Context: an optimization exercise on an open-source flow, tuned for small area. The choices shown serve that exercise and are no tape-out recipe.
Where RTL was checked, it was by simulation tests only, not by an equivalence proof against the original.
For runs 1, 2, 4, 5 and 7, only the layout was checked, not whether the RTL still works.
No activity file was given, so power comes from the tool's default toggle rates.

===== design/flow/config.mk =====
export PLATFORM = sky130hd
export DESIGN_NAME = cmd_desc_writer
export DESIGN_NICKNAME = cmd_desc_writer
export VERILOG_FILES = /design/flow/design.v
export SDC_FILE = /design/flow/constraint.sdc
export NUM_CORES = 4
export LEC_CHECK = 0
export CAP_MARGIN = 20
export CORE_MARGIN = 2
export CORE_UTILIZATION = 60
export SLEW_MARGIN = 20

===== design/flow/constraint.sdc =====
create_clock -name core_clock -period 6.0 [get_ports {clk}]
set_input_delay 1.2000 -clock core_clock [delete_from_list [all_inputs] [get_ports {clk}]]
set_output_delay 1.2000 -clock core_clock [all_outputs]
set_load 0.01 [all_outputs]

===== design/flow/design.v =====
module cmd_desc_writer #(
  parameter int unsigned WIDTH = 32
) (
  input  logic                  clk,
  input  logic                  resetn,
  input  logic                  start,
  input  logic                  abort,
  input  logic [31:0]           header_in,
  input  logic [31:0]           base_addr,
  input  logic [WIDTH*13-1:0]   reg_snapshot,
  input  logic                  wr_ready,
  output logic                  wr_valid,
  output logic [31:0]           wr_addr,
  output logic [WIDTH-1:0]      wr_data,
  output logic                  wr_last,
  output logic                  busy,
  output logic                  done,
  output logic                  aborted,
  output logic [5:0]            beat_cnt
);
  localparam int unsigned NREGS  = 13;
  localparam int unsigned SNAP_W = WIDTH * NREGS;
  function automatic int midx(input int k);
    case (k)
      0: midx = 1;   1: midx = 2;   2: midx = 3;   3: midx = 5;
      4: midx = 7;   5: midx = 9;   6: midx = 10;  7: midx = 11;
      8: midx = 13;  9: midx = 18;  10: midx = 19; 11: midx = 20;
      default: midx = 29;
    endcase
  endfunction
  logic              valid_q, done_q, aborted_q;
  logic [5:0]        cnt_q;
  logic              hdr_q;                   
  logic [30:0]       mask_q;                  
  logic              h0_q;                    
  logic [29:0]       base_q;
  logic [SNAP_W-1:0] snap_q;
  logic              busy_w, acc, hs, ab, last;
  logic [30:0]       below;                   
  logic [30:0]       mask_nx;                 
  logic [WIDTH-1:0]  pay;
  logic [29:0]       addr;                    
  logic [6:0]        lc;                      
  logic [23:0]       lp;                      
  logic [6:0]        gc;                      
  logic [5:0]        cnt_inc;                 
  logic [6:0]        ic;
  assign busy_w = valid_q | done_q;
  assign acc    = start & ~busy_w;
  assign hs     = valid_q & wr_ready;
  assign ab     = abort & busy_w;
  always_comb begin
    below[0] = 1'b0;
    for (int i = 1; i < 31; i++) below[i] = below[i-1] | mask_q[i-1];
  end
  assign mask_nx = mask_q & below;
  assign last    = hdr_q ? (mask_q == 31'd0) : (mask_nx == 31'd0);
  always_comb begin
    pay = '0;
    for (int k = 0; k < NREGS; k++)
      pay = pay | ({WIDTH{mask_q[midx(k)] & ~below[midx(k)] & ~hdr_q}} & snap_q[WIDTH*k +: WIDTH]);
  end
  always_comb begin
    lc[0] = 1'b0;
    for (int i = 0; i < 6; i++) begin
      addr[i]  = base_q[i] ^ cnt_q[i] ^ lc[i];
      lc[i+1]  = (base_q[i] & cnt_q[i]) | (lc[i] & (base_q[i] ^ cnt_q[i]));
    end
    gc[0] = lc[6];
    for (int g = 0; g < 6; g++) begin
      lp[4*g] = 1'b1;
      for (int j = 1; j < 4; j++) lp[4*g+j] = lp[4*g+j-1] & base_q[6+4*g+j-1];
      for (int j = 0; j < 4; j++) addr[6+4*g+j] = base_q[6+4*g+j] ^ (gc[g] & lp[4*g+j]);
      gc[g+1] = gc[g] & lp[4*g+3] & base_q[6+4*g+3];
    end
    ic[0] = 1'b1;
    for (int i = 0; i < 6; i++) begin
      cnt_inc[i] = cnt_q[i] ^ ic[i];
      ic[i+1]    = cnt_q[i] & ic[i];
    end
  end
  always_ff @(posedge clk or negedge resetn) begin
    if (!resetn) begin
      valid_q   <= 1'b0;
      done_q    <= 1'b0;
      aborted_q <= 1'b0;
      cnt_q     <= '0;
    end else begin
      valid_q   <= acc | (valid_q & ~ab & ~(hs & last));
      done_q    <= hs & last & ~abort;
      aborted_q <= ab;
      if (acc)     cnt_q <= '0;
      else if (hs) cnt_q <= cnt_inc;
    end
  end
  always_ff @(posedge clk) begin
    if (acc) begin
      hdr_q  <= 1'b1;
      mask_q <= header_in[31:1];
      h0_q   <= header_in[0];
      base_q <= base_addr[31:2];
      snap_q <= reg_snapshot;
    end else if (hs) begin
      hdr_q  <= 1'b0;
      if (!hdr_q) mask_q <= mask_nx;
    end
  end
  assign wr_valid = valid_q;
  assign wr_addr  = {addr, 2'b00};
  assign wr_data  = ({WIDTH{hdr_q}} & WIDTH'({mask_q, h0_q})) | pay;
  assign wr_last  = last;
  assign busy     = busy_w;
  assign done     = done_q;
  assign aborted  = aborted_q;
  assign beat_cnt = cnt_q;
endmodule

===== design/flow/flow/run.sh =====
#!/bin/bash
# Standard layout, with the port buffers made from the smallest buffer cell
# and a clock tree built from large sink clusters without dummy loads.
export BUFFER_PORTS_ARGS="-buffer_cell sky130_fd_sc_hd__buf_1"
export CTS_ARGS="-sink_clustering_enable -repair_clock_nets -dont_use_dummy_load -sink_clustering_size 16 -sink_clustering_max_diameter 50 -buf_list {sky130_fd_sc_hd__clkbuf_8 sky130_fd_sc_hd__clkbuf_16}"
bash standard.sh > standard.log 2>&1

===== design/flow/standard.sh =====
#!/bin/bash
# synth_recipe.tcl (not shown) runs the flow's synth.tcl, then flattens the netlist and writes it again
# the make line also repeats each setting of config.mk as NAME=value (left out here)
make -C /OpenROAD-flow-scripts/flow DESIGN_CONFIG=/design/flow/config.mk WORK_HOME=/design/flow/orfs CLKGATE_MAP_FILE= SYNTH_SCRIPT=/design/flow/synth_recipe.tcl "${@:-finish}"

==> results.ini, run 1 <==
[global_routing]
grt_overflow = 0
grt_pass1_vias = 12549
antenna_found_initial = 19
grt_use_total_pct = 30.73
grt_max_degree = 126
grt_pass1_wl_mm = 74.76

[setup_path]
worst-path-stages = 26
critPathLaunchType = register
slowest_stage = dfrtp_1
cpLargestDelayFamily = adder cells
arrival_ns = 4.72
cp-end-kind = output port
slowest_delay_ns = 0.39
critPathBufInv = 3
crit_type = register to output port
worst_ep_required_time_ns = 4.80
r2r_cells = 7
critPathMaxFanout = 3

[synth]
ys_types = 57
synth_seq_cells = 488
synth_area_sq_mm = 0.01870
synthArstFlopShare_pct = 1.844
synthFlopType = edfxtp_1
synthCells = 1178
synth_edf_count = 478
yosysSeqAreaShare_pct = 78.08
yosys_warnings = 1
synth_area_per_cell_sq_um = 15.87

[route]
antenna_left = 0
via_per_inst = 5.963
wire_per_inst_um = 23.85
drt_wl_total_mm = 51.67
drtPass1Iterations = 9
num_vias = 12922
drc = 0
drt_iter0_drc = 1514

[power_and_ir_drop]
cellInternalPower_mw = 5.686
power_frac_comb_pct = 10.5
pwr-share-seq_pct = 56.9
power.density_mw_per_mm2 = 327.3
vdd_drop_max_mv = 0.2797
p_leak_nw = 7.513
netSwitchingPower_mw = 1.744
swShare_pct = 23.48
clockPowerShare_pct = 32.6

[finish]
syn2layout_area_growth_pct = 21.42
drive_gt1_share_pct = 7.648
final_cell_mix = buf_1, edfxtp_1, nand2_1
final_cells = 2167
final_common_cell = buf_1
stdcell_area_sq_mm = 0.02270
fillerInstances = 2067
nNetsFinal = 2260
final_util_pct = 74.02

[cts]
cts_hold_buf = 0
cts-root-buf = clkbuf_16
clockBufferDepth = 3
cts_buffers = 45
cts.sinks = 488
clkLatencyLatePin_ns = 0.55
path_clk_slew_ns = 0.05
h-tree-depth = 2
cts_tree = yes

[sta]
relSlewSlack_pct = 27.80
worst-slew-pin-transition_ns = 1.078
setup_viol = 0
tns_ns = 0
final_max_slew_viol_count = 0
fin_crit_sh_pct = 98.67
fin_crit_ns = 5.920
skew_ns = 0.04320
rsz0062_at_grt = true
fmax_mhz = 168.9
timing.final.ws_setup_ns = 0.07985
hold_viol = 0

[placement]
dp.cells = 2092
placed_area_sq_mm = 0.02133
gp_congestion = 0.8727
dp_slack_ns = -0.03321
port_buffers = 555
dpl.hpwl_mm = 37.29

[floorplanning]
coreArea_sq_mm = 0.03067
die_w_um = 180.5
die_h_um = 180.5
die-area_sq_mm = 0.03259
num_io_pins = 560
row_count = 64
start_util_pct = 60.97

[status]
status = timing/DRC/antenna clean

[worst_hold_path]
whs_path_depth = 2
hold_class = register to register

[run]
drv_cap = 0

repair_timing:
| item | 4_1_cts | 5_1_grt |
|---|---|---|
| buffers inserted | 5 | 6 |
| resized for setup | 26 | 7 |
| endpoints found under the setup margin | 8 | 6 |
| pin swaps | 12 | 11 |
routing by layer:
| layer | track usage [%] | wire (um) | vias to the layer above |
|---|---|---|---|
| li1 | - | - | 5841 |
| met1 | 39.68 | 18860 | 6253 |
| met2 | 52.50 | 26560 | 738 |
| met3 | 6.265 | 4703 | 86 |
| met4 | 10.52 | 1531 | 4 |
| met5 | 0 | 27 | - |
through the flow:
stage                     power, mW  hold slack (ns)
after floorplan               4.708           0.5852
after global placement        5.031           0.5516
after detailed placement      5.060           0.5648
after CTS                     7.438           0.5848
after global routing          7.667           0.6214
final                         7.431           0.5846
synthesized netlist by cell type, types with 7 or more instances:
cell type  number  area, sq um
edfxtp_1      478        14350
nand2_1       226        848.3
nand3_1        89        445.4
a221oi_1       63        551.8
a222oi_1       62        620.6
clkbuf_1       50        187.7
o21ai_0        22        110.1
nor2_1         21        78.83
ha_1           16        200.2
inv_1          15        56.30
a21oi_1        11        55.05
dfrtp_1         9        225.2
xor2_1          8        70.07
nor3_1          7        35.03
nor3b_1         7        52.55
o211ai_1        7        52.55
xnor2_1         7        61.31
sequential cells by signal (all words and copies together) (netlist names):
| register | flops |
|---|---|
| cnt_q | 6 |
| base_q | 30 |
| snap_q | 416 |
| valid_q | 1 |
| done_q | 1 |
| mask_q | 31 |
| aborted_q | 1 |
| hdr_q | 1 |
| h0_q | 1 |
worst paths after layout:
| path | from | endpoint | slack (ns) |
|---|---|---|---|
| worst max-delay path | cnt_q[0] | wr_addr[29] | 0.08 |
| worst min-delay path | done_q | aborted_q | 0.58 |
| worst max register to register | mask_q[0] | done_q | 2.54 |
| worst min register to register | done_q | aborted_q | 0.58 |
| max in group asynchronous | resetn | cnt_q[0] | 4.97 |
| min in group asynchronous | resetn | cnt_q[5] | 0.64 |
power groups by stage:
stage	sequential (mW)	clock (mW)	combinational (mW)
6_report	4.23	2.42	0.779
5_1_grt	4.25	2.56	0.855
4_1_cts	4.22	2.44	0.777
3_5_place_dp	4.29	0	0.766
3_3_place_gp	4.28	0	0.750
2_1_floorplan	4.26	0	0.446
kinds of logic after synthesis:
family	after synthesis	synth area share (%)
buf+inv	79	1.746
xor+xnor	15	0.7026
other cells	1	0.02006
fa+ha+maj	23	1.713
simple gates	384	9.234
compound gates	188	8.505
flops	488	78.08
worst reg2reg max path: stages (launching register included):
cell       delay (ns)
edfxtp_1         0.59
nor3_2           0.47
nand4_1          0.50
or2_1            0.49
or4_1            0.53
a2111oi_2        0.44
nand2_1          0.16
a211oi_2         0.20
layout make-up:
cell class                      count  area [sq um]  share of cell area (%)
Tap cell                          396         495.5                   2.182
Inverter                           16         67.56                  0.2976
Multi-Input combinational cell    612          3964                   17.46
Antenna cell                       19         47.55                  0.2094
Clock buffer                       45          1126                   4.960
Sequential cell                   488         14600                   64.31
Timing Repair Buffer              591          2402                   10.58
==> inputs of run 2 (changes only) <==
==> design/flow/flow/run.sh (replaced) <==
#!/bin/bash
# Standard layout, with the port buffers made from the smallest buffer cell
# and a clock tree built from large sink clusters without dummy loads.
export BUFFER_PORTS_ARGS="-buffer_cell sky130_fd_sc_hd__buf_1"
export CTS_ARGS="-sink_clustering_enable -repair_clock_nets -dont_use_dummy_load -sink_clustering_size 20 -sink_clustering_max_diameter 60 -buf_list {sky130_fd_sc_hd__clkbuf_8}"
bash standard.sh > standard.log 2>&1
==> run 2 against run 1 <==
Largest cell class unchanged; sequential power about the same; critical path depth unchanged; sequential share of layout area increased by 1.7 points; cell area decreased by 2.6%; worst hold slack got worse by 0.021 ns; highest routed layer unchanged; still clean; via count decreased by 0.58%; clock power decreased by 38%; area after synthesis unchanged; synthesized cell count unchanged; first-iteration DRC count increased by 0.53%; critical endpoint unchanged; setup slack improved by 0.021 ns; power decreased by 12%.
==> results.ini, run 2 <==
[cts]
cts_tree = yes
cts.sinks = 488
cts_hold_buf = 0
path_clk_slew_ns = 0.08
cts-root-buf = clkbuf_8
cts_buffers = 36
h-tree-depth = 2
clkLatencyLatePin_ns = 0.58
clockBufferDepth = 3

[route]
antenna_left = 0
drt_iter0_drc = 1522
drc = 0
via_per_inst = 5.934
num_vias = 12847
wire_per_inst_um = 23.57
drtPass1Iterations = 9
drt_wl_total_mm = 51.04

[setup_path]
crit_type = register to output port
critPathLaunchType = register
reg2reg_from = mask_q[1]
critPathBufInv = 3
cp-startpoint = cnt_q[0]
critPathMaxFanout = 3
cp-end-kind = output port
cpLargestDelayFamily = adder cells
slowest_delay_ns = 0.40
arrival_ns = 4.70
worst_ep_required_time_ns = 4.80
slowest_stage = dfrtp_1

[power_and_ir_drop]
p_leak_nw = 7.232
power.density_mw_per_mm2 = 294.4
power.total_mw = 6.507
vdd_drop_max_mv = 0.2153

[worst_hold_path]
min_from = done_q
hold_class = register to register

[synth]
synth_mux_area_share_pct = 0
synth_compound_area_share_pct = 8.505
synthFlopType = edfxtp_1
synthCells = 1178
synth_top_area_share_pct = 76.77
synth_top_family_by_area = simple AND/OR/NAND/NOR gates
yosysMostFrequentCell = edfxtp_1
netlist_top_cells_area = edfxtp_1, nand2_1, a222oi_1
synthArstFlopShare_pct = 1.844
yosys.area_share.simple_pct = 9.234
synth_area_per_cell_sq_um = 15.87
ys_types = 57
yosysSeqAreaShare_pct = 78.08
synth_fa_ha_area_share_pct = 1.713
synth_common_cells = edfxtp_1, nand2_1, nand3_1, a221oi_1, a222oi_1
yosys.area.top_type = edfxtp_1
synth_xor_area_share_pct = 0.7026
yosys_warnings = 1
synth_seq_cells = 488
synth_edf_count = 478
synth_area_sq_mm = 0.01870

[sta]
fmax_mhz = 169.5
timing.final.ws_setup_ns = 0.1004
relSlewSlack_pct = 26.49
worst-slew-pin-transition_ns = 1.098
skew_ns = 0.05681
final_max_slew_viol_count = 0
fin_crit_ns = 5.900
tns_ns = 0
hold_slack_ns = 0.5638
fin_crit_sh_pct = 98.33
hold_viol = 0
setup_viol = 0
rsz0062_at_grt = true

[global_routing]
grt_pass1_wl_mm = 74.53
grt_overflow = 0
antenna_found_initial = 21
grt_pass1_vias = 12489
grt_max_degree = 126
grt_use_total_pct = 30.69

[finish]
regMostFlops = snap_q
final_common_cell = buf_1
drive_gt1_share_pct = 7.384
reg.largest.list = snap_q x416, mask_q x31, base_q x30
largest_reg_flops = 416
stdcell_area_sq_mm = 0.02210
final_cell_mix = buf_1, edfxtp_1, nand2_1
nNetsFinal = 2255
final_cells = 2165
syn2layout_area_growth_pct = 18.21
final_util_pct = 72.07

[floorplanning]
coreArea_sq_mm = 0.03067
num_io_pins = 560
die-area_sq_mm = 0.03259
start_util_pct = 60.97
row_count = 64
die_w_um = 180.5
die_h_um = 180.5

[run]
drv_cap = 0

[placement]
dp_slack_ns = -0.03321
placed_area_sq_mm = 0.02133
port_buffers = 555
dp.cells = 2092
gp_congestion = 0.8727
dpl.hpwl_mm = 37.29

[status]
status = timing/DRC/antenna clean

[run 2: layout make-up]
cell class	instances	area (sq um)
fill	2141	8567
clock buffer	36	495.5
tap	396	495.5
sequential	488	14600
multi-input combinational	612	3955
antenna	22	55.05
inverter	16	67.56
timing repair buffer	595	2434
[run 2: what timing repair did]
| action | CTS | global route |
|---|---|---|
| pin swaps | 12 | 9 |
| gates resized for setup | 26 | 8 |
| hold endpoints to repair | 0 | 0 |
| setup endpoints to repair | 8 | 7 |
| setup buffers | 11 | 4 |
[run 2: cell families after synthesis]
family,count (synthesis)
simple gates,384
other cells,1
xor+xnor,15
buf+inv,79
fa+ha+maj,23
compound gates,188
flops,488
[run 2: where the power goes]
group / switching [mW] / total, mW / leakage (nW) / internal [mW]
sequential: 0.146 / 4.22 / 4.65 / 4.08
combinational: 0.488 / 0.775 / 2.33 / 0.288
clock: 0.967 / 1.51 / 0.259 / 0.543
total: 1.60 / 6.51 / 7.23 / 4.91
[run 2: worst paths after layout]
check / depth (start not counted) / end / slack [ns]
max: 26 / wr_addr[29] / 0.10
min: 2 / aborted_q / 0.56
max reg2reg: 7 / done_q / 2.56
min reg2reg: 2 / aborted_q / 0.56
max in group asynchronous: 1 / cnt_q[3] / 5.00
min in group asynchronous: 1 / cnt_q[5] / 0.61
[run 2: metal layers]
| metal | wire length [um] | global-route usage, % | vias up |
|---|---|---|---|
| li1 | - | - | 5812 |
| met2 | 26350 | 51.86 | 682 |
| met5 | 53 | 0 | - |
| met3 | 4316 | 5.901 | 91 |
| met1 | 18910 | 40.09 | 6254 |
| met4 | 1410 | 11.23 | 8 |
[run 2: worst register-to-register path, stage by stage (launching register included)]
cell and delay (ns):
edfxtp_1 0.59, nor3_2 0.41, nand4_1 0.51, or2_1 0.49, or4_1 0.53, a2111oi_2 0.44
nand2_1 0.15, a211oi_2 0.20
==> inputs of run 3 (changes only) <==
--- a/design/flow/design.v
+++ b/design/flow/design.v
@@ -43,2 +43,3 @@
   logic [6:0]        lc;                      
+  logic              c6_q;                    
   logic [23:0]       lp;                      
@@ -68,3 +69,3 @@
     end
-    gc[0] = lc[6];
+    gc[0] = c6_q;
     for (int g = 0; g < 6; g++) begin
@@ -96,2 +97,6 @@
   always_ff @(posedge clk) begin
+    if (acc)                         c6_q <= 1'b0;
+    else if (hs && addr[5:0] == '1)  c6_q <= 1'b1;
+  end
+  always_ff @(posedge clk) begin
     if (acc) begin
--- a/design/flow/config.mk
+++ b/design/flow/config.mk
@@ -9,3 +9,3 @@
 export CORE_MARGIN = 2
-export CORE_UTILIZATION = 60
+export CORE_UTILIZATION = 70
 export SLEW_MARGIN = 20
==> run 3 against run 2 <==
Critical path type unchanged; largest power group unchanged; critical path depth shrank 17; highest routed layer unchanged; die area fell by 14%; final cell count fell by 4.8%; worst hold slack worse by 0.019 ns; power decreased by 0.26%; combinational power increased by 2%; count of clock-buffer cells in the layout is 1 lower; setup slack gained 0.62 ns; synthesized cell count is 2.7% lower.
==> results.ini, run 3 <==
[floorplanning]
num_io_pins = 560
coreArea_sq_mm = 0.02606
die_w_um = 167.0
die_h_um = 167.0
start_util_pct = 71.33
die-area_sq_mm = 0.02787
row_count = 59

[global_routing]
antenna_found_initial = 19
grt_max_degree = 155
grt_pass1_vias = 12614
grt_pass1_wl_mm = 75.13
grt_use_total_pct = 36.86
grt_overflow = 0

[placement]
dp.cells = 2003
gp_congestion = 0.8792
port_buffers = 555
dp_slack_ns = 1.314
dpl.hpwl_mm = 38.43

[setup_path]
timing.rr.end = done_q
reg2reg_from = mask_q[0]
crit_top_cell = nand3_1
r2r_cells = 8
r2r_slack_ns = 2.42
worst_ep_required_time_ns = 4.80
critPathLaunchType = register
crit_end = wr_data[3]
crit_type = register to output port
cp-startpoint = mask_q[0]
path_cells = or4_4 > nor3_2 > nand3_1 > nor3b_2 > buf_4 > a222oi_1 > nand3_1 > a221o_1 > buf_1
arrival_ns = 4.08
cp-end-kind = output port
slowest_delay_ns = 0.62
slowest_stage = or4_4
critPathMaxFanout = 27

[route]
drc = 0
antenna_left = 0
drt_iter0_drc = 2034
drt_wl_total_mm = 52.46
drtPass1Iterations = 8
num_vias = 13107
via_per_inst = 6.363
wire_per_inst_um = 25.47

[cts]
cts.sinks = 489
cts_hold_buf = 0
cts_setup_buffers = 0
path_clk_slew_ns = 0.09
cts-root-buf = clkbuf_8
cts_resized = 0
cts_tree = yes
h-tree-depth = 2
cts_buffers = 35
clockBufferDepth = 3
clkLatencyLatePin_ns = 0.58

[synth]
yosys.area.top_type = edfxtp_1
synth_compound_area_share_pct = 8.293
synth_xor_area_share_pct = 0.8010
synthArstFlopShare_pct = 1.840
synth_seq_cells = 489
synth_top_family_by_area = simple AND/OR/NAND/NOR gates
synth_mux_area_share_pct = 0
synth_area_sq_mm = 0.01859
synth_common_cells = edfxtp_1, nand2_1, a222oi_1, nand4_1, clkbuf_1
yosys.area_share.simple_pct = 8.885
synthCells = 1146
synth_area_per_cell_sq_um = 16.22
synth_edf_count = 478
ys_types = 56
netlist_top_cells_area = edfxtp_1, nand2_1, a222oi_1
synth_top_area_share_pct = 77.22
yosysSeqAreaShare_pct = 78.65
yosysMostFrequentCell = edfxtp_1
yosys_warnings = 1
synthFlopType = edfxtp_1
synth_fa_ha_area_share_pct = 1.616

[sta]
relSlewSlack_pct = 25.44
fin_crit_ns = 5.277
skew_ns = 0.05574
worst-slew-pin-transition_ns = 1.115
final_max_slew_viol_count = 0
fmax_mhz = 189.5
timing.final.ws_setup_ns = 0.7233
tns_ns = 0
fin_crit_sh_pct = 87.95
rsz0062_at_grt = false
hold_viol = 0
setup_viol = 0

[power_and_ir_drop]
power_frac_comb_pct = 12.2
vdd_drop_max_mv = 0.2795
clockPowerShare_pct = 22.8
swShare_pct = 24.64
power.total_mw = 6.491
pwr-share-seq_pct = 65.0
cellInternalPower_mw = 4.892
power.density_mw_per_mm2 = 299.1
p_leak_nw = 6.925
netSwitchingPower_mw = 1.599

[run]
drv_cap = 0

[finish]
reg.largest.list = snap_q x416, mask_q x31, base_q x30
nNetsFinal = 2210
largest_reg_flops = 416
regMostFlops = snap_q
syn2layout_area_growth_pct = 16.74
fillerInstances = 1382
drive_gt1_share_pct = 5.050
final_cells = 2060
final_common_cell = buf_1
final_cell_mix = buf_1, edfxtp_1, nand2_1

[status]
status = timing/DRC/antenna clean

[worst_hold_path]
hold_class = register to register

-- run 3: changes by cell type after synthesis, moves of 4 or more --
cell / before / now
nand3_1: 89 / 28
nand4_1: 4 / 60
nand2_1: 226 / 185
a22oi_1: 4 / 36
a221oi_1: 63 / 34
o21ai_0: 22 / 29
buf_2: 6 / 0
inv_1: 15 / 21
o211ai_1: 7 / 1
clkbuf_1: 50 / 55
or3_1: 4 / 9
a21oi_1: 11 / 15
or2_2: 0 / 4
-- run 3: worst min-delay path by stage --
stage                     slack (ns)  endpoint  start  depth (start not counted)
after floorplan                 0.46      c6_q   c6_q                          2
after global placement          0.49      c6_q   c6_q                          2
after detailed placement        0.52      c6_q   c6_q                          2
after CTS                       0.54      c6_q   c6_q                          2
after global routing            0.57      c6_q   c6_q                          2
final                           0.54      c6_q   c6_q                          2
-- run 3: worst max-delay path: cells and delay by family, from the launching register on --
family          cells  cell delay [ns]
flops               1             0.58
compound gates      2             0.27
buf+inv             2             0.69
simple gates        5             1.98
-- run 3: logic make-up after synthesis --
kind of cell	Yosys count
other	1
adders and majority gates	22
and+or+nand+nor	344
DFF	489
AOI/OAI and AO/OA	191
xor gates and xnor gates	17
buffers and inverters	82
-- run 3: layer usage --
layer / share of wire (%) / vias to the layer above / global-route usage [%] / routed length [um]
li1: - / 5709 / - / -
met1: 32 / 6252 / 45.00 / 16760
met2: 51 / 980 / 62.07 / 26520
met3: 12 / 162 / 9.316 / 6421
met4: 5.2 / 4 / 18.14 / 2741
met5: 0.051 / - / 0 / 27
-- run 3: stage by stage --
step | hold slack [ns] | util (%) | cell area (sq um)
6_report | 0.5448 | 83.27 | 21700
4_1_cts | 0.5430 | 83.06 | 21640
3_5_place_dp | 0.5204 | 81.21 | 21160
5_1_grt | 0.5696 | 83.19 | 21680
2_1_floorplan | 0.4620 | - | 18600
3_3_place_gp | 0.4864 | 81.21 | 21160
-- run 3: area by class of cell --
| cell class | instances | area (sq um) | share of cell area, % |
|---|---|---|---|
| inverters | 22 | 90.09 | 0.4152 |
| multi-input cells | 576 | 3730 | 17.19 |
| flip-flops and latches | 489 | 14620 | 67.38 |
| clock buffers | 35 | 481.7 | 2.220 |
| diodes | 22 | 55.05 | 0.2537 |
| repair buffers | 581 | 2303 | 10.62 |
| well taps | 335 | 419.2 | 1.932 |
-- run 3: power by group through the flow --
| stage | registers, mW | logic (mW) | clock network [mW] |
|---|---|---|---|
| 6_report | 4.22 | 0.791 | 1.48 |
| 4_1_cts | 4.21 | 0.786 | 1.48 |
| 3_3_place_gp | 4.27 | 0.759 | 0 |
| 3_5_place_dp | 4.29 | 0.781 | 0 |
| 5_1_grt | 4.24 | 0.859 | 1.59 |
| 2_1_floorplan | 4.28 | 0.441 | 0 |
==> inputs of run 4 (changes only) <==
--- a/design/flow/design.v
+++ b/design/flow/design.v
@@ -43,3 +43,2 @@
   logic [6:0]        lc;                      
-  logic              c6_q;                    
   logic [23:0]       lp;                      
@@ -69,3 +68,3 @@
     end
-    gc[0] = c6_q;
+    gc[0] = lc[6];
     for (int g = 0; g < 6; g++) begin
@@ -97,6 +96,2 @@
   always_ff @(posedge clk) begin
-    if (acc)                         c6_q <= 1'b0;
-    else if (hs && addr[5:0] == '1)  c6_q <= 1'b1;
-  end
-  always_ff @(posedge clk) begin
     if (acc) begin
==> design/flow/flow/run.sh (replaced) <==
#!/bin/bash
# Standard layout, with the port buffers made from the smallest buffer cell
# and a clock tree built from large sink clusters without dummy loads.
export BUFFER_PORTS_ARGS="-buffer_cell sky130_fd_sc_hd__buf_1"
export CTS_ARGS="-sink_clustering_enable -repair_clock_nets -dont_use_dummy_load -sink_clustering_size 16 -sink_clustering_max_diameter 50 -buf_list {sky130_fd_sc_hd__clkbuf_8}"
bash standard.sh > standard.log 2>&1
--- a/design/flow/config.mk
+++ b/design/flow/config.mk
@@ -9,3 +9,3 @@
 export CORE_MARGIN = 2
-export CORE_UTILIZATION = 70
+export CORE_UTILIZATION = 60
 export SLEW_MARGIN = 20
==> run 4 against run 3 <==
Setup slack worse by 0.68 ns; clock skew about the same; routed wire length down 2.1%; die area up 17%; count of clock-buffer cells in the layout up 10; combinational power down 2%; area after synthesis up 0.59%.
==> results.ini, run 4 <==
[global_routing]
grt_overflow = 0
antenna_found_initial = 21
grt_pass1_vias = 12574
grt_max_degree = 126
grt_use_total_pct = 30.83
grt_pass1_wl_mm = 74.74

[finish]
regMostFlops = snap_q
syn2layout_area_growth_pct = 18.92
stdcell_area_sq_mm = 0.02224
final_cells = 2174
reg.largest.list = snap_q x416, mask_q x31, base_q x30
drive_gt1_share_pct = 7.916
largest_reg_flops = 416
final_util_pct = 72.50
final_cell_mix = buf_1, edfxtp_1, nand2_1
nNetsFinal = 2264
final_common_cell = buf_1

[synth]
synth_seq_cells = 488
synth_top_family_by_area = simple AND/OR/NAND/NOR gates
yosys_warnings = 1
synth_compound_area_share_pct = 8.505
synth_fa_ha_area_share_pct = 1.713
netlist_top_cells_area = edfxtp_1, nand2_1, a222oi_1
synth_mux_area_share_pct = 0
synthFlopType = edfxtp_1
synth_xor_area_share_pct = 0.7026
synth_edf_count = 478
synth_area_per_cell_sq_um = 15.87
synth_area_sq_mm = 0.01870
ys_types = 57
synthArstFlopShare_pct = 1.844
yosysMostFrequentCell = edfxtp_1
yosys.area_share.simple_pct = 9.234
yosys.area.top_type = edfxtp_1
yosysSeqAreaShare_pct = 78.08
synthCells = 1178
synth_common_cells = edfxtp_1, nand2_1, nand3_1, a221oi_1, a222oi_1
synth_top_area_share_pct = 76.77

[power_and_ir_drop]
p_leak_nw = 7.297
cellInternalPower_mw = 5.035
power.density_mw_per_mm2 = 300.5
power_frac_comb_pct = 11.6
clockPowerShare_pct = 25.2
swShare_pct = 24.64
vdd_drop_max_mv = 0.2112
pwr-share-seq_pct = 63.2
netSwitchingPower_mw = 1.646

[sta]
rsz0062_at_grt = true
setup_viol = 0
worst-slew-pin-transition_ns = 1.130
fin_crit_sh_pct = 99.22
final_max_slew_viol_count = 0
skew_ns = 0.05616
hold_viol = 0
relSlewSlack_pct = 24.34
fmax_mhz = 168.0
fin_crit_ns = 5.953

[cts]
clockBufferDepth = 3
path_clk_slew_ns = 0.09
cts_hold_buf = 0
h-tree-depth = 2
cts_tree = yes
cts-root-buf = clkbuf_8
clkLatencyLatePin_ns = 0.58
cts_buffers = 45
cts.sinks = 488

[setup_path]
cpLargestDelayFamily = adder cells
worst_ep_required_time_ns = 4.80
cp-end-kind = output port
arrival_ns = 4.75
critPathBufInv = 3
slowest_delay_ns = 0.39
crit_type = register to output port
critPathMaxFanout = 3
slowest_stage = edfxtp_1
critPathLaunchType = register

[route]
drt_wl_total_mm = 51.39
dr_wl_met3_mm = 4.543
via_per_inst = 5.925
wire_per_inst_um = 23.64
drtPass1Iterations = 9
maxUsedRoutingLayer = met5
wl_met2_mm = 26.58
drc = 0
drt_iter0_drc = 1548
antenna_left = 0
num_vias = 12882
wl_met1_mm = 18.89

[placement]
dpl.hpwl_mm = 37.29
port_buffers = 555
placed_area_sq_mm = 0.02133
dp.cells = 2092
gp_congestion = 0.8727

[floorplanning]
die-area_sq_mm = 0.03259
die_h_um = 180.5
num_io_pins = 560
die_w_um = 180.5
coreArea_sq_mm = 0.03067
start_util_pct = 60.97
row_count = 64

[status]
status = timing/DRC/antenna clean

[run]
drv_cap = 0

[worst_hold_path]
hold_class = input pin to asynchronous set/reset pin

## run 4: cell count changes after synthesis, moves of 5 or more
cell / change
nand3_1: +61
nand2_1: +41
or3_1: -5
clkbuf_1: -5
nand4_1: -56
a221oi_1: +29
buf_2: +6
a22oi_1: -32
o211ai_1: +6
inv_1: -6
o21ai_0: -7
## run 4: cell type report
cell class / instances / area [sq um]
sequential: 488 / 14600
fill: 2124 / 8433
multi-input combinational: 612 / 3965
timing repair buffer: 595 / 2434
clock buffer: 45 / 619.3
tap: 396 / 495.5
inverter: 16 / 67.56
antenna: 22 / 55.05
## run 4: per-layer routing
layer,global-route usage [%],vias to the layer above
met3,6.508,87
met1,39.76,6318
met5,0,-
met2,52.15,633
met4,11.42,8
li1,-,5836
## run 4: repair_timing
| action | in CTS | in global routing |
|---|---|---|
| setup buffers | 11 | 4 |
| gates resized for setup | 26 | 10 |
| cloned | 0 | 0 |
| setup endpoints to repair | 8 | 7 |
| pin swaps | 13 | 12 |
## run 4: power by group through the flow
stage | sequential, mW | combinational (mW) | clock (mW)
finish | 4.23 | 0.776 | 1.68
global route | 4.25 | 0.853 | 1.82
CTS | 4.22 | 0.776 | 1.70
detailed placement | 4.29 | 0.766 | 0
global placement | 4.28 | 0.750 | 0
floorplan | 4.26 | 0.446 | 0
## run 4: path summary, 6_finish.rpt
path | from | to | slack [ns] | cells after the start
max | base_q[0] | wr_addr[29] | 0.05 | 26
min | resetn | valid_q | 0.59 | 1
max reg2reg | mask_q[0] | done_q | 2.56 | 7
min reg2reg | cnt_q[1] | cnt_q[1] | 0.59 | 2
max in group asynchronous | resetn | cnt_q[0] | 5.02 | 1
min in group core_clock | cnt_q[1] | cnt_q[1] | 0.59 | 2
## run 4: cell families (layout without fill, tap and decap cells)
family / Yosys count / count (layout)
adder cells (fa/ha/maj): 23 / 23
AO/OA/AOI/OAI: 188 / 188
buffers and inverters: 79 / 656
other: 1 / 24
AND/OR/NAND/NOR: 384 / 384
flip-flops: 488 / 488
XOR/XNOR: 15 / 15
## run 4: worst reg2reg max path: stages, from the launching register on
cell and delay [ns]:
edfxtp_1 0.58, nor3_2 0.47, nand4_1 0.50, or2_1 0.48
or4_1 0.53, a2111oi_2 0.45, nand2_1 0.15, a211oi_2 0.20
## run 4: stage by stage
stage	setup WS (ns)	setup TNS, ns	hold WS, ns	total power, mW
detailed placement	-0.03321	-0.03321	0.5648	5.060
global route	-0.1071	-0.2817	0.6250	6.916
CTS	-0.1068	-0.1841	0.5922	6.696
global placement	0.08768	0	0.5516	5.031
finish	0.04681	0	0.5893	6.681
floorplan	0.2663	0	0.5852	4.708
==> inputs of run 5 (changes only) <==
==> design/flow/flow/run.sh (replaced) <==
#!/bin/bash
# Standard layout with three changes:
#  - after the standard synthesis, the combinational logic between the
#    registers is re-mapped by ABC with an area script (the registers, their
#    cells and names are kept as the standard synthesis made them)
#  - the port buffers use the smallest buffer cell
#  - the clock tree uses clkbuf_8 with larger sink clusters and no dummy loads
set -euo pipefail
export BUFFER_PORTS_ARGS="-buffer_cell sky130_fd_sc_hd__buf_1"
export CTS_ARGS="-sink_clustering_enable -repair_clock_nets -dont_use_dummy_load -sink_clustering_size 20 -sink_clustering_max_diameter 60 -buf_list {sky130_fd_sc_hd__clkbuf_8}"

bash standard.sh synth > synth.log 2>&1

RES=orfs/results/$FLOW_PLATFORM/cmd_desc_writer/base
LIB=$FLOW_HOME/platforms/$FLOW_PLATFORM/lib/sky130_fd_sc_hd__tt_025C_1v80.lib
cp $RES/1_2_yosys.v $RES/1_2_yosys_std.v
# the platform's don't-use cells stay unused
DONT=$(grep -oE 'sky130_fd_sc_hd__(lpflow_|probe)\w*' $FLOW_HOME/platforms/$FLOW_PLATFORM/config.mk | sort -u | sed 's/^/-dont_use /' | tr '\n' ' ')
KEEP=$(grep -oE '^\s*sky130_fd_sc_hd__(df|edf|sdf|dl|conb)\w*' $RES/1_2_yosys_std.v | sort -u | tr -d ' ' | tr '\n' ' ')
cat > reabc.ys <<EOY
read_liberty -ignore_miss_func $LIB
read_verilog $RES/1_2_yosys_std.v
hierarchy -top $FLOW_TOP
setattr -mod -set keep_hierarchy 1 $KEEP
flatten
opt_clean
abc -liberty $LIB $DONT -script flow/area.abc
opt_clean -purge
select $FLOW_TOP
write_verilog -noattr -nohex -nodec -selected $RES/1_2_yosys.v
EOY
yosys -s reabc.ys > reabc.log 2>&1
rm -f $RES/1_synth.odb $RES/1_synth.sdc

bash standard.sh > standard.log 2>&1
==> design/flow/flow/area.abc (new file) <==
strash
dc2
&get -n
&st
&syn2
&dch -f
&nf -R 1000
&st
&syn2
&dch -f
&nf -R 1000
&st
&dch -f
&nf -R 1000
&put
mfs2
&get -n
&st
&dch -f
&nf -R 1000
&put
--- a/design/flow/config.mk
+++ b/design/flow/config.mk
@@ -9,3 +9,3 @@
 export CORE_MARGIN = 2
-export CORE_UTILIZATION = 60
+export CORE_UTILIZATION = 40
 export SLEW_MARGIN = 20
==> run 5 against run 4 <==
The layout now fails its checks (slew limit, setup timing); global-route usage down 6.8 points; final cell count up 11%; utilization down 21 points; via count up 1.9%; register-to-register slack worse by 2.9 ns; critical path type is now register to register; critical endpoint is now mask_q[26].
==> results.ini, run 5 <==
[floorplanning]
die_w_um = 217.5
coreArea_sq_mm = 0.04519
die-area_sq_mm = 0.04730
die_h_um = 217.5
row_count = 78
num_io_pins = 560
start_util_pct = 40.34

[cts]
cts_buffers = 37
clkLatencyLatePin_ns = 0.63
cts-root-buf = clkbuf_8
cts_tree = yes
path_clk_slew_ns = 0.09
cts.sinks = 488
h-tree-depth = 2
clockBufferDepth = 3

[finish]
final_common_cell = buf_1
final_cell_mix = buf_1, edfxtp_1, nand2_1
reg.largest.list = snap_q x416, mask_q x31, base_q x30
syn2layout_area_growth_pct = 26.47
nNetsFinal = 2288
regMostFlops = snap_q
drive_gt1_share_pct = 12.94
stdcell_area_sq_mm = 0.02305
final_util_pct = 51.02
largest_reg_flops = 416

[sta]
fin_crit_ns = 6.296
fmax_mhz = 158.8
setup_viol = 23
fin_crit_sh_pct = 104.9
hold_viol = 0
final_max_slew_viol_count = 131
timing.final.ws_setup_ns = -0.2956
skew_ns = 0.1049
hold_slack_ns = 0.5338
worst-slew-pin-transition_ns = 1.708
relSlewSlack_pct = -13.87
rsz0062_at_grt = true

[synth]
synth_area_per_cell_sq_um = 16.56
synth_area_sq_mm = 0.01823
yosys_warnings = 1
synthCells = 1101

[global_routing]
antenna_found_initial = 10
grt_max_degree = 317
grt_pass1_wl_mm = 82.35
grt_pass1_vias = 13033
grt_overflow = 0
grt_use_total_pct = 24.07

[power_and_ir_drop]
swShare_pct = 25.19
netSwitchingPower_mw = 1.679
cellInternalPower_mw = 4.987
p_leak_nw = 7.674
power.density_mw_per_mm2 = 289.2
pwr-share-seq_pct = 63.6
power.total_mw = 6.667
vdd_drop_max_mv = 0.2361
clockPowerShare_pct = 23.5
power_frac_comb_pct = 12.9

[placement]
port_buffers = 555
placed_area_sq_mm = 0.02163
dpl.hpwl_mm = 40.75
gp_congestion = 0.8622
dp_slack_ns = 0.03705

[status]
violations = slew limit, setup timing
status = finished with violations

[route]
drt_iter0_drc = 1255
num_vias = 13127
drt_wl_total_mm = 59.13
drc = 0
via_per_inst = 5.449
drtPass1Iterations = 5
antenna_left = 0
wire_per_inst_um = 24.54

[setup_path]
timing.rr.end = mask_q[26]
crit_type = register to register
critPathMaxFanout = 2
cp-end-kind = register
arrival_ns = 6.57
r2r_cells = 42
worst_ep_required_time_ns = 6.28
slowest_stage = edfxtp_1
crit_end = mask_q[26]
reg2reg_from = mask_q[1]
critPathLaunchType = register
slowest_delay_ns = 0.42
cp-startpoint = mask_q[1]
crit_top_cell = buf_4
r2r_slack_ns = -0.30

[worst_hold_path]
hold_class = register to register

[run]
drv_cap = 0

==> run 5: routing by layer <==
metal  track usage, %  share of wire [%]  up-vias
li1                 -                  -     5877
met1            29.27                 38     6507
met5                0               0.12        -
met3            6.248                9.2      105
met2            41.27                 50      628
met4            8.881                2.9       10
==> run 5: cell type report <==
type | instances | area [sq um]
well taps | 600 | 750.7
diodes | 8 | 20.02
clock buffers | 37 | 509.2
repair buffers | 662 | 3203
multi-input cells | 608 | 3919
fillers | 3914 | 22130
inverters | 6 | 48.80
flip-flops and latches | 488 | 14600
==> run 5: power by group through the flow <==
stage                     logic [mW]  clock network (mW)  registers (mW)
after floorplan                0.457                   0            4.28
after global placement         0.812                   0            4.30
after detailed placement       0.825                   0            4.31
after CTS                      0.852                1.61            4.23
after global routing           0.955                1.71            4.26
final                          0.862                1.57            4.24
==> run 5: per-stage QoR <==
stage	std cells	setup TNS, ns
4_1_cts	2395	-0.01012
2_1_floorplan	1102	0
6_report	2409	-1.125
3_3_place_gp	2302	0
3_5_place_dp	2302	0
5_1_grt	2405	-7.352
==> run 5: repair_timing <==
| item | in CTS | in global routing |
|---|---|---|
| gates cloned | 4 | 1 |
| hold buffers | 0 | 0 |
| buffers inserted | 53 | 4 |
| pin swaps | 10 | 8 |
| gates resized for setup | 70 | 45 |
| endpoints found under the setup margin | 38 | 39 |
==> run 5: critical path, delay by kind of cell, from the launching register on <==
family,cells,cell delay [ns]
DFF,1,0.42
buffers and inverters,30,2.71
AOI/OAI and AO/OA,1,0.05
and+or+nand+nor,11,2.77
==> run 5: how the worst min path moves through the flow <==
stage                  start        to  slack [ns]  depth (start not counted)
floorplan           cnt_q[5]  cnt_q[5]        0.54                          1
global placement    cnt_q[5]  cnt_q[5]        0.52                          1
detailed placement  cnt_q[5]  cnt_q[5]        0.53                          1
CTS                   resetn  cnt_q[5]        0.50                          1
global route          resetn   valid_q        0.54                          1
finish              cnt_q[5]  cnt_q[5]        0.53                          1
==> inputs of run 6 (changes only) <==
--- a/design/flow/design.v
+++ b/design/flow/design.v
@@ -40,5 +40,6 @@
   logic [30:0]       mask_nx;                 
-  logic [WIDTH-1:0]  pay;
+  logic [WIDTH-1:0]  pay;                     
   logic [29:0]       addr;                    
   logic [6:0]        lc;                      
+  logic              c6_q;                    
   logic [23:0]       lp;                      
@@ -57,6 +58,20 @@
   assign last    = hdr_q ? (mask_q == 31'd0) : (mask_nx == 31'd0);
+  logic [NREGS:0]    sel;
   always_comb begin
-    pay = '0;
-    for (int k = 0; k < NREGS; k++)
-      pay = pay | ({WIDTH{mask_q[midx(k)] & ~below[midx(k)] & ~hdr_q}} & snap_q[WIDTH*k +: WIDTH]);
+    for (int k = 0; k < NREGS; k++) sel[k] = mask_q[midx(k)] & ~below[midx(k)] & ~hdr_q;
+    sel[NREGS] = hdr_q;
+  end
+  for (genvar j = 0; j < WIDTH; j++) begin : g_slice
+    logic [NREGS:0] d;
+    for (genvar k = 0; k < NREGS; k++) begin : g_src
+      assign d[k] = snap_q[WIDTH*k + j];
+    end
+    if (j == 0) begin : g_h0
+      assign d[NREGS] = h0_q;
+    end else if (j < 32) begin : g_hm
+      assign d[NREGS] = mask_q[j-1];
+    end else begin : g_hz
+      assign d[NREGS] = 1'b0;
+    end
+    cmd_desc_writer_andor #(.N(NREGS+1)) u_ao (.sel(sel), .d(d), .y(pay[j]));
   end
@@ -68,3 +83,3 @@
     end
-    gc[0] = lc[6];
+    gc[0] = c6_q;
     for (int g = 0; g < 6; g++) begin
@@ -96,2 +111,6 @@
   always_ff @(posedge clk) begin
+    if (acc)                         c6_q <= 1'b0;
+    else if (hs && addr[5:0] == '1)  c6_q <= 1'b1;
+  end
+  always_ff @(posedge clk) begin
     if (acc) begin
@@ -109,3 +128,3 @@
   assign wr_addr  = {addr, 2'b00};
-  assign wr_data  = ({WIDTH{hdr_q}} & WIDTH'({mask_q, h0_q})) | pay;
+  assign wr_data  = pay;
   assign wr_last  = last;
@@ -116 +135,10 @@
 endmodule
+module cmd_desc_writer_andor #(
+  parameter int N = 14
+) (
+  input  logic [N-1:0] sel,
+  input  logic [N-1:0] d,
+  output logic         y
+);
+  assign y = |(sel & d);
+endmodule
==> design/flow/flow/run.sh (replaced) <==
#!/bin/bash
# Standard layout with three changes:
#  - the RTL's one-hot AND-OR slices (module cmd_desc_writer_andor) are given
#    to synthesis already mapped to cells (flow/andor_cells.v); everything
#    else, registers included, goes through the standard synthesis
#  - the port buffers use the smallest buffer cell
#  - the clock tree uses clkbuf_8 with larger sink clusters and no dummy loads
set -euo pipefail
export BUFFER_PORTS_ARGS="-buffer_cell sky130_fd_sc_hd__buf_1"
export CTS_ARGS="-sink_clustering_enable -repair_clock_nets -dont_use_dummy_load -sink_clustering_size 16 -sink_clustering_max_diameter 40 -buf_list {sky130_fd_sc_hd__clkbuf_8}"

python3 - <<'EOP'
s = open('design.v').read()
i = s.index('module cmd_desc_writer_andor')
j = s.index('endmodule', i) + len('endmodule')
s = s[:i] + s[j:] + '\n' + open('flow/andor_cells.v').read()
open('design_mapped.v', 'w').write(s)
EOP

bash standard.sh VERILOG_FILES=$PWD/design_mapped.v > standard.log 2>&1
==> design/flow/flow/andor_cells.v (new file) <==
// Hand-mapped one-hot AND-OR slice for sky130hd, used in place of the RTL's
// cmd_desc_writer_andor (N = 14): y = |(sel & d).
// Four a222oi cover terms 0..11, a nand4 ORs them, and an a221o adds terms
// 12 and 13.
module cmd_desc_writer_andor #(
  parameter int N = 14
) (
  input  [N-1:0] sel,
  input  [N-1:0] d,
  output         y
);
  wire n0, n1, n2, n3, x;
  sky130_fd_sc_hd__a222oi_1 u_t0 (.A1(sel[0]),  .A2(d[0]),  .B1(sel[1]),  .B2(d[1]),  .C1(sel[2]),  .C2(d[2]),  .Y(n0));
  sky130_fd_sc_hd__a222oi_1 u_t1 (.A1(sel[3]),  .A2(d[3]),  .B1(sel[4]),  .B2(d[4]),  .C1(sel[5]),  .C2(d[5]),  .Y(n1));
  sky130_fd_sc_hd__a222oi_1 u_t2 (.A1(sel[6]),  .A2(d[6]),  .B1(sel[7]),  .B2(d[7]),  .C1(sel[8]),  .C2(d[8]),  .Y(n2));
  sky130_fd_sc_hd__a222oi_1 u_t3 (.A1(sel[9]),  .A2(d[9]),  .B1(sel[10]), .B2(d[10]), .C1(sel[11]), .C2(d[11]), .Y(n3));
  sky130_fd_sc_hd__nand4_1  u_or (.A(n0), .B(n1), .C(n2), .D(n3), .Y(x));
  sky130_fd_sc_hd__a221o_1  u_y  (.A1(sel[12]), .A2(d[12]), .B1(sel[13]), .B2(d[13]), .C1(x), .X(y));
endmodule
--- a/design/flow/config.mk
+++ b/design/flow/config.mk
@@ -9,3 +9,3 @@
 export CORE_MARGIN = 2
-export CORE_UTILIZATION = 40
+export CORE_UTILIZATION = 60
 export SLEW_MARGIN = 20
removed: design/flow/flow/area.abc
==> run 6 against run 5 <==
Critical path type is now register to output port; sequential power about the same; the run now finishes clean; flip-flop and latch count increased by 1; die area decreased by 32%; power is 0.87% higher; final cell count down 17%.
==> results.ini, run 6 <==
[status]
status = timing/DRC/antenna clean

[global_routing]
grt_use_total_pct = 32.43
antenna_found_initial = 18
grt_pass1_wl_mm = 73.20
grt_overflow = 0
grt_max_degree = 163
grt_pass1_vias = 12091

[sta]
fmax_mhz = 198.9
setup_viol = 0
skew_ns = 0.05572
final_max_slew_viol_count = 0
tns_ns = 0
relSlewSlack_pct = 27.38
fin_crit_ns = 5.027
fin_crit_sh_pct = 83.79
rsz0062_at_grt = false
worst-slew-pin-transition_ns = 1.089
hold_viol = 0

[finish]
drive_gt1_share_pct = 6.574
reg.largest.list = snap_q x416, mask_q x31, base_q x30
final_common_cell = buf_1
nNetsFinal = 2089
stdcell_area_sq_mm = 0.02175
largest_reg_flops = 416
regMostFlops = snap_q
final_cell_mix = buf_1, edfxtp_1, a222oi_1
syn2layout_area_growth_pct = 18.14

[setup_path]
cp-end-kind = output port
slowest_delay_ns = 0.60
path_cells = nor4_4 > nand4_2 > or4_4 > or4_4 > nor3b_2 > buf_4 > a221o_1 > buf_1
worst_ep_required_time_ns = 4.80
arrival_ns = 3.83
critPathLaunchType = register
critPathMaxFanout = 18
crit_top_cell = or4_4
crit_type = register to output port
critPathBufInv = 2
slowest_stage = or4_4
cpLargestDelayFamily = simple AND/OR/NAND/NOR gates

[synth]
synthCells = 994
synth_area_per_cell_sq_um = 18.53
synth_top_area_share_pct = 77.95
synth_common_cells = edfxtp_1, a222oi_1, nand2_1, buf_4, nand4_1
yosysMostFrequentCell = edfxtp_1
yosys_warnings = 1
yosys.area.top_type = edfxtp_1
synth_seq_cells = 489
synthFlopType = edfxtp_1
synth_area_sq_mm = 0.01841
netlist_top_cells_area = edfxtp_1, a222oi_1, a221o_1
ys_types = 54
synth_edf_count = 478
synthArstFlopShare_pct = 1.840
yosysSeqAreaShare_pct = 79.39

[cts]
cts_setup_buffers = 0
h-tree-depth = 2
clockBufferDepth = 3
cts_resized = 0
cts_hold_buf = 0
cts_tree = yes
clkLatencyLatePin_ns = 0.62
cts.sinks = 489
path_clk_slew_ns = 0.07
cts_buffers = 52
cts-root-buf = clkbuf_8

[worst_hold_path]
hold_class = register to register

[floorplanning]
die_h_um = 179.2
num_io_pins = 560
die-area_sq_mm = 0.03211
row_count = 64
start_util_pct = 60.51
die_w_um = 179.2
coreArea_sq_mm = 0.03043

[route]
antenna_left = 0
num_vias = 12345
drc = 0
drtPass1Iterations = 12
via_per_inst = 6.194
drt_iter0_drc = 1589
drt_wl_total_mm = 53.51
wire_per_inst_um = 26.85

[power_and_ir_drop]
power.total_mw = 6.725
power.density_mw_per_mm2 = 309.1
p_leak_nw = 7.056
vdd_drop_max_mv = 0.2275

[placement]
gp_congestion = 0.8205
dpl.hpwl_mm = 37.85
placed_area_sq_mm = 0.02100
port_buffers = 555

[run]
drv_cap = 0

## run 6: final timing paths
| path | startpoint | endpoint | slack, ns | cells past startpoint |
|---|---|---|---|---|
| min in group asynchronous | resetn | aborted_q | 0.55 | 1 |
| min | c6_q | c6_q | 0.53 | 2 |
| max reg2reg | mask_q[1] | valid_q | 2.88 | 7 |
| max | mask_q[1] | wr_data[14] | 0.97 | 8 |
| min reg2reg | c6_q | c6_q | 0.53 | 2 |
| max in group asynchronous | resetn | cnt_q[4] | 5.04 | 1 |
## run 6: worst register-to-register path: cells and delay by family, from the launching register on
kind / cells / cell delay [ns]
AOI/OAI and AO/OA: 2 / 0.29
DFF: 1 / 0.57
and+or+nand+nor: 5 / 2.12
## run 6: stage by stage
stage               worst slack, ns  util, %  hold slack (ns)  std cells
floorplan                    0.2750        -           0.4620        995
global placement              1.605    69.01           0.5043       1926
detailed placement            1.587    69.01           0.5305       1926
CTS                          0.9242    71.37           0.5389       1978
global route                 0.7976    71.42           0.5602       1985
finish                       0.9727    71.49           0.5300       1993
## run 6: where the power goes
group / total [mW] / switching (mW) / leakage, nW / internal [mW]
clock: 1.80 / 1.03 / 0.374 / 0.767
combinational: 0.679 / 0.439 / 2.03 / 0.240
sequential: 4.25 / 0.159 / 4.65 / 4.09
total: 6.72 / 1.63 / 7.06 / 5.09
## run 6: cell families after synthesis
| kind of cell | share of synthesized area (%) |
|---|---|
| adders and majority gates | 1.740 |
| buffers and inverters | 2.066 |
| AOI/OAI and AO/OA | 10.75 |
| xor gates and xnor gates | 0.8086 |
| and+or+nand+nor | 5.225 |
| DFF | 79.39 |
| other | 0.02037 |
## run 6: area by class of cell
| cell class | instances | area (sq um) |
|---|---|---|
| Clock buffer | 52 | 715.7 |
| Antenna cell | 15 | 37.54 |
| Tap cell | 396 | 495.5 |
| Multi-Input combinational cell | 439 | 3482 |
| Timing Repair Buffer | 581 | 2316 |
| Inverter | 21 | 86.33 |
| Sequential cell | 489 | 14620 |
| Fill cell | 2098 | 8676 |
## run 6: layer usage
layer	vias to the layer above	GRT usage, %	part of all wire, %
met1	5960	38.61	34
met3	136	9.796	12
li1	5466	-	-
met2	771	54.79	50
met4	12	14.38	3.9
met5	-	0	0.16
==> inputs of run 7 (changes only) <==
--- a/design/flow/design.v
+++ b/design/flow/design.v
@@ -118,5 +118,2 @@
       mask_q <= header_in[31:1];
-      h0_q   <= header_in[0];
-      base_q <= base_addr[31:2];
-      snap_q <= reg_snapshot;
     end else if (hs) begin
@@ -125,2 +122,7 @@
     end
+  end
+  always_ff @(posedge clk) begin
+    h0_q   <= (acc & header_in[0]) | (valid_q & h0_q);
+    base_q <= ({30{acc}} & base_addr[31:2]) | ({30{valid_q}} & base_q);
+    snap_q <= ({SNAP_W{acc}} & reg_snapshot) | ({SNAP_W{valid_q}} & snap_q);
   end
==> run 7 against run 6 <==
Still clean on timing, DRC and antenna; final cell count is 23% higher; setup slack worse by 0.31 ns; die area decreased by 0.55%; cell area fell by 2.4%; via count up 33%; utilization shrank 0.45 points; sequential power decreased by 3%; clock skew is 0.014 ns lower; sequential share of layout area shrank 19 points; critical path type unchanged; critical endpoint is now wr_data[9]; highest routed layer unchanged.
==> results.ini, run 7 <==
[worst_hold_path]
hold_end = snap_q[279]
whs_path_depth = 1
hold_class = register to register
min_from = snap_q[279]

[route]
maxUsedRoutingLayer = met5
num_vias = 16408
via_per_inst = 6.711
drtPass1Iterations = 10
drc = 0
wl_met2_mm = 29.17
antenna_left = 0
dr_wl_met3_mm = 7.311
drt_wl_total_mm = 65.25
wl_met1_mm = 24.97
drt_iter0_drc = 2445
wire_per_inst_um = 26.69

[placement]
gp_congestion = 0.9338
dp.cells = 2367
placed_area_sq_mm = 0.02046
port_buffers = 555
dp_slack_ns = 1.431
dpl.hpwl_mm = 46.98

[cts]
h-tree-depth = 2
cts.sinks = 489
cts-root-buf = clkbuf_8
clkLatencyLatePin_ns = 0.58
cts_buffers = 50
cts_resized = 0
cts_hold_buf = 0
clockBufferDepth = 3
cts_tree = yes
path_clk_slew_ns = 0.08
cts_setup_buffers = 0

[floorplanning]
row_count = 63
die-area_sq_mm = 0.03193
die_h_um = 178.7
coreArea_sq_mm = 0.02987
num_io_pins = 560
start_util_pct = 61.29
die_w_um = 178.7

[synth]
synth_xor_area_share_pct = 0.8131
synth_top_area_share_pct = 49.09
yosys.area.top_type = dfxtp_1
synth_edf_count = 31
synth_seq_cells = 489
yosys.area_share.simple_pct = 5.733
synth_area_per_cell_sq_um = 11.83
yosysMostFrequentCell = dfxtp_1
synth_compound_area_share_pct = 31.98
netlist_top_cells_area = dfxtp_1, a22o_1, a222oi_1
synthArstFlopShare_pct = 1.840
synth_mux_area_share_pct = 0.1230
yosys_warnings = 1
synthFlopType = dfxtp_1
synth_common_cells = dfxtp_1, a22o_1, a222oi_1, clkbuf_1, nand2_1
synth_top_family_by_area = compound AO/OA/AOI/OAI gates
synth_area_sq_mm = 0.01831
ys_types = 64
synthCells = 1548
synth_fa_ha_area_share_pct = 1.701
yosysSeqAreaShare_pct = 55.40

[sta]
hold_slack_ns = 0.4845
rsz0062_at_grt = false
relSlewSlack_pct = 26.65
final_max_slew_viol_count = 0
hold_viol = 0
worst-slew-pin-transition_ns = 1.100
fmax_mhz = 187.2
fin_crit_ns = 5.341
tns_ns = 0
skew_ns = 0.04194
timing.final.ws_setup_ns = 0.6589
setup_viol = 0
fin_crit_sh_pct = 89.02

[setup_path]
cp-end-kind = output port
worst_ep_required_time_ns = 4.80
r2r_cells = 4
reg2reg_from = valid_q
r2r_slack_ns = 2.94
crit_type = register to output port
arrival_ns = 4.14
timing.rr.end = snap_q[329]
critPathLaunchType = register
critPathMaxFanout = 32

[global_routing]
grt_pass1_vias = 15401
grt_use_total_pct = 38.98
grt_pass1_wl_mm = 92.88
grt_max_degree = 255
antenna_found_initial = 24
grt_overflow = 0

[run]
drv_cap = 0

[finish]
regMostFlops = snap_q
final_cell_mix = buf_1, dfxtp_1, a22o_1
largest_reg_flops = 416
syn2layout_area_growth_pct = 15.90
final_util_pct = 71.04
reg.largest.list = snap_q x416, mask_q x31, base_q x30
final_cells = 2445
stdcell_area_sq_mm = 0.02122
nNetsFinal = 2534
drive_gt1_share_pct = 5.328
final_common_cell = buf_1

[power_and_ir_drop]
vdd_drop_max_mv = 0.2303
power.total_mw = 7.166
p_leak_nw = 8.204
power.density_mw_per_mm2 = 337.7

[status]
status = timing/DRC/antenna clean

==> run 7: layer usage <==
layer  GRT usage [%]  up-vias
met1           51.40     7926
met5               0        -
met2           59.31     1006
li1                -     7279
met3           9.372      189
met4           21.04        8
==> run 7: layout make-up <==
cell class,count,area [sq um]
fillers,2362,8652
diodes,28,70.07
clock buffers,50,688.2
multi-input cells,892,7473
repair buffers,576,2278
inverters,20,75.07
well taps,390,488.0
flip-flops and latches,489,10150
==> run 7: worst max path at each step <==
stage | from | end | cells past startpoint
global placement | mask_q[2] | wr_data[9] | 9
floorplan | mask_q[2] | wr_data[0] | 8
detailed placement | mask_q[2] | wr_data[9] | 9
CTS | mask_q[2] | wr_data[9] | 9
finish | mask_q[2] | wr_data[9] | 9
global route | mask_q[2] | wr_data[9] | 9
==> run 7: worst max-delay path, stage by stage (launching register included) <==
cell,delay (ns)
edfxtp_1,0.54
nor4_2,0.58
nand4_1,0.31
or3b_1,0.53
nor4b_2,0.23
buf_4,0.40
a222oi_1,0.24
nand4_1,0.29
a221o_1,0.22
buf_1,0.17
==> run 7: cells by family (layout without fill, tap and decap cells) <==
logic type | after synthesis | in the layout
multiplexers | 2 | 2
buffers and inverters | 168 | 646
XOR/XNOR | 17 | 17
flip-flops | 489 | 489
adder cells (fa/ha/maj) | 23 | 23
other | 1 | 30
AO/OA/AOI/OAI | 655 | 655
AND/OR/NAND/NOR | 193 | 193
==> run 7: power by group <==
| part | internal [mW] | total [mW] | switching (mW) | leakage [nW] |
|---|---|---|---|---|
| sequential | 3.78 | 4.14 | 0.358 | 4.15 |
| clock | 0.740 | 1.79 | 1.05 | 0.360 |
| combinational | 0.570 | 1.24 | 0.668 | 3.69 |
==> inputs of run 8 (changes only) <==
--- a/design/flow/design.v
+++ b/design/flow/design.v
@@ -115,9 +115,6 @@
   always_ff @(posedge clk) begin
-    if (acc) begin
-      hdr_q  <= 1'b1;
-      mask_q <= header_in[31:1];
-    end else if (hs) begin
-      hdr_q  <= 1'b0;
-      if (!hdr_q) mask_q <= mask_nx;
-    end
+    if (acc)     hdr_q <= 1'b1;
+    else if (hs) hdr_q <= 1'b0;
+    mask_q <= ({31{acc}} & header_in[31:1]) |
+              (mask_q & {31{valid_q}} & (below | {31{~(hs & ~hdr_q)}}));
   end
==> run 8 against run 7 <==
Highest routed layer unchanged; setup slack lost 0.20 ns; flip-flop and latch count is the same; worst hold slack gained 0.0013 ns; fmax shrank 3.7%; largest cell class unchanged; critical endpoint is now wr_data[10]; still clean on timing, DRC and antenna.
==> results.ini, run 8 <==
[floorplanning]
die-area_sq_mm = 0.03153
row_count = 63
die_w_um = 177.6
coreArea_sq_mm = 0.02964
num_io_pins = 560
die_h_um = 177.6
start_util_pct = 60.98

[cts]
cts-root-buf = clkbuf_8
cts_hold_buf = 0
cts_tree = yes
cts_setup_buffers = 0
cts_buffers = 53
clockBufferDepth = 3
h-tree-depth = 2
clkLatencyLatePin_ns = 0.60
path_clk_slew_ns = 0.07
cts.sinks = 489
cts_resized = 0

[finish]
regMostFlops = snap_q
syn2layout_area_growth_pct = 16.04
regArea_sq_mm = 0.009839
fillerInstances = 2389
reg.largest.list = snap_q x416, mask_q x31, base_q x30
nNetsFinal = 2542
final_cell_mix = buf_1, dfxtp_1, a22o_1
final_util_pct = 70.76
drive_gt1_share_pct = 4.619
final_common_cell = buf_1
multi_input_area_sq_mm = 0.007477
final_cells = 2442
largest_reg_flops = 416
stdcell_area_sq_mm = 0.02097

[power_and_ir_drop]
swShare_pct = 29.29
power.density_mw_per_mm2 = 345.7
netSwitchingPower_mw = 2.124
power_frac_comb_pct = 18.2
power.total_mw = 7.251
cellInternalPower_mw = 5.127
clockPowerShare_pct = 25.3
p_leak_nw = 8.125
pwr-share-seq_pct = 56.5
vdd_drop_max_mv = 0.2151

[synth]
netlist_top_cells_area = dfxtp_1, a22o_1, a222oi_1
yosys_warnings = 1
synth_area_per_cell_sq_um = 11.64
synthFlopType = dfxtp_1
synth_edf_count = 0
yosysSeqAreaShare_pct = 54.41
synthCells = 1553
yosys.area.top_type = dfxtp_1
synth_seq_cells = 489
synthArstFlopShare_pct = 1.840
ys_types = 55
yosysMostFrequentCell = dfxtp_1
synth_common_cells = dfxtp_1, a22o_1, a222oi_1, clkbuf_1, nand2_1
synth_area_sq_mm = 0.01807
synth_top_area_share_pct = 53.17

[route]
drtPass1Iterations = 10
wire_per_inst_um = 25.79
num_vias = 16350
antenna_left = 0
drc = 0
drt_iter0_drc = 2168
via_per_inst = 6.695
drt_wl_total_mm = 62.98

[global_routing]
grt_max_degree = 248
antenna_found_initial = 16
grt_pass1_wl_mm = 90.06
grt_overflow = 0
grt_use_total_pct = 37.59
grt_pass1_vias = 14996

[setup_path]
worst_ep_required_time_ns = 4.80
arrival_ns = 4.34
critPathMaxFanout = 20
cp-end-kind = output port
critPathLaunchType = register
crit_type = register to output port

[placement]
dpl.hpwl_mm = 45.30
dp.cells = 2371
port_buffers = 555
placed_area_sq_mm = 0.02017
gp_congestion = 0.8855

[run]
drv_cap = 0

[status]
status = timing/DRC/antenna clean

[sta]
skew_ns = 0.04734
relSlewSlack_pct = 21.41
rsz0062_at_grt = false
worst-slew-pin-transition_ns = 1.179
hold_viol = 0
setup_viol = 0
fin_crit_ns = 5.544
fin_crit_sh_pct = 92.40
final_max_slew_viol_count = 0
tns_ns = 0
fmax_mhz = 180.4

[worst_hold_path]
hold_class = register to register

==> run 8: cell types whose count changed after synthesis, sizes merged, moves of 5 or more <==
| cell | before | now |
|---|---|---|
| nor3 | 6 | 13 |
| clkbuf | 111 | 104 |
| a22o | 447 | 439 |
| nand3 | 20 | 12 |
| buf | 37 | 46 |
| nor3b | 8 | 2 |
| a32o | 0 | 19 |
| edfxtp | 31 | 0 |
| dfxtp | 449 | 480 |
| nor2 | 18 | 23 |
| and2 | 3 | 9 |
| nand2 | 70 | 56 |
==> run 8: metrics by stage <==
stage | worst slack (ns) | hold slack, ns
2_1_floorplan | 0.3076 | 0.4504
3_3_place_gp | 1.310 | 0.4654
3_5_place_dp | 1.209 | 0.4698
4_1_cts | 0.6183 | 0.4874
5_1_grt | 0.4162 | 0.4911
6_report | 0.4562 | 0.4859
==> run 8: cell families (layout without fill, tap and decap cells) <==
kind of cell	after synthesis	in the layout	share of synthesized area, %
AO/OA/AOI/OAI	669	669	33.25
flip-flops	489	489	54.41
AND/OR/NAND/NOR	184	184	5.427
buffers and inverters	171	652	4.403
adder cells (fa/ha/maj)	22	22	1.661
XOR/XNOR	17	17	0.8239
other	1	19	0.02075
==> run 8: power groups by stage <==
| stage | Clock, mW | Sequential [mW] | Combinational, mW |
|---|---|---|---|
| 6_report | 1.84 | 4.10 | 1.32 |
| 3_5_place_dp | 0 | 4.17 | 1.27 |
| 2_1_floorplan | 0 | 4.04 | 0.989 |
| 5_1_grt | 1.99 | 4.15 | 1.42 |
| 3_3_place_gp | 0 | 4.15 | 1.24 |
| 4_1_cts | 1.86 | 4.10 | 1.27 |
==> run 8: area by class of cell <==
class | instances | share of cell area, %
antenna | 17 | 0.2028
inverter | 21 | 0.3759
clock buffer | 53 | 3.478
multi-input combinational | 894 | 35.65
tap | 390 | 2.327
timing repair buffer | 578 | 11.05
sequential | 489 | 46.92
==> run 8: worst paths after layout <==
path	from	end	slack (ns)	depth (start not counted)
min reg2reg	snap_q[257]	snap_q[257]	0.49	1
max in group asynchronous	resetn	valid_q	5.02	1
min in group asynchronous	resetn	cnt_q[2]	0.56	1
max	mask_q[0]	wr_data[10]	0.46	9
max reg2reg	mask_q[0]	mask_q[22]	3.02	7
min	snap_q[257]	snap_q[257]	0.49	1
==> run 8: worst max-delay path, stage by stage (launching register included) <==
cell	delay [ns]
dfxtp_1	0.39
nor4_1	0.63
nand3_1	0.43
or2_1	0.37
nor2_1	0.12
and2_1	0.74
a222oi_1	0.50
nand4_1	0.24
a221o_1	0.14
buf_1	0.18
==> run 8: per-layer routing <==
| metal | vias to the layer above | share of wire (%) | global-route usage, % |
|---|---|---|---|
| met2 | 926 | 46 | 59.96 |
| met1 | 7937 | 38 | 47.18 |
| met5 | - | 0.041 | 0 |
| met3 | 159 | 11 | 10.39 |
| li1 | 7324 | - | - |
| met4 | 4 | 4.9 | 17.73 |

==> port drivers added, routing unchanged <==
The flow's constraints put no driver on any port. The routed layouts listed below were extracted and timed again, unchanged, in two steps.
Step 1 (the two cells are an assumption about what drives the block):
set clk [get_ports {clk}]
set_driving_cell -lib_cell sky130_fd_sc_hd__clkbuf_16 $clk
set_driving_cell -lib_cell sky130_fd_sc_hd__buf_2 [delete_from_list [all_inputs] $clk]
Step 2, shift: input delay + t, output delay - t, t = (earliest + latest rising clock arrival at the registers) / 2. This alone moves slack from input paths to output paths.
Slacks: ideal ports / drivers / drivers and shift; pairs: ideal ports / drivers.
| run | t (ns) | setup slack, ns | worst setup path after step 2 | latest minus earliest clock arrival (ns) |
|---|---|---|---|---|
| run 1 | 0.577 | 0.080 / 0.025 / 0.602 | register to output | 0.064 / 0.064 |
| run 2 | 0.595 | 0.100 / 0.052 / 0.646 | register to output | 0.069 / 0.069 |
| run 3 | 0.594 | 0.723 / 0.676 / 1.270 | register to output | 0.066 / 0.066 |
| run 4 | 0.623 | 0.047 / -0.006 / 0.617 | register to output | 0.085 / 0.085 |
| run 5 | 0.633 | -0.296 / -0.296 / -0.296 | register to register | 0.111 / 0.111 |
| run 6 | 0.631 | 0.973 / 0.922 / 1.554 | register to output | 0.078 / 0.077 |
| run 7 | 0.625 | 0.659 / 0.607 / 1.233 | register to output | 0.063 / 0.063 |
| run 8 | 0.645 | 0.456 / 0.403 / 1.047 | register to output | 0.073 / 0.073 |
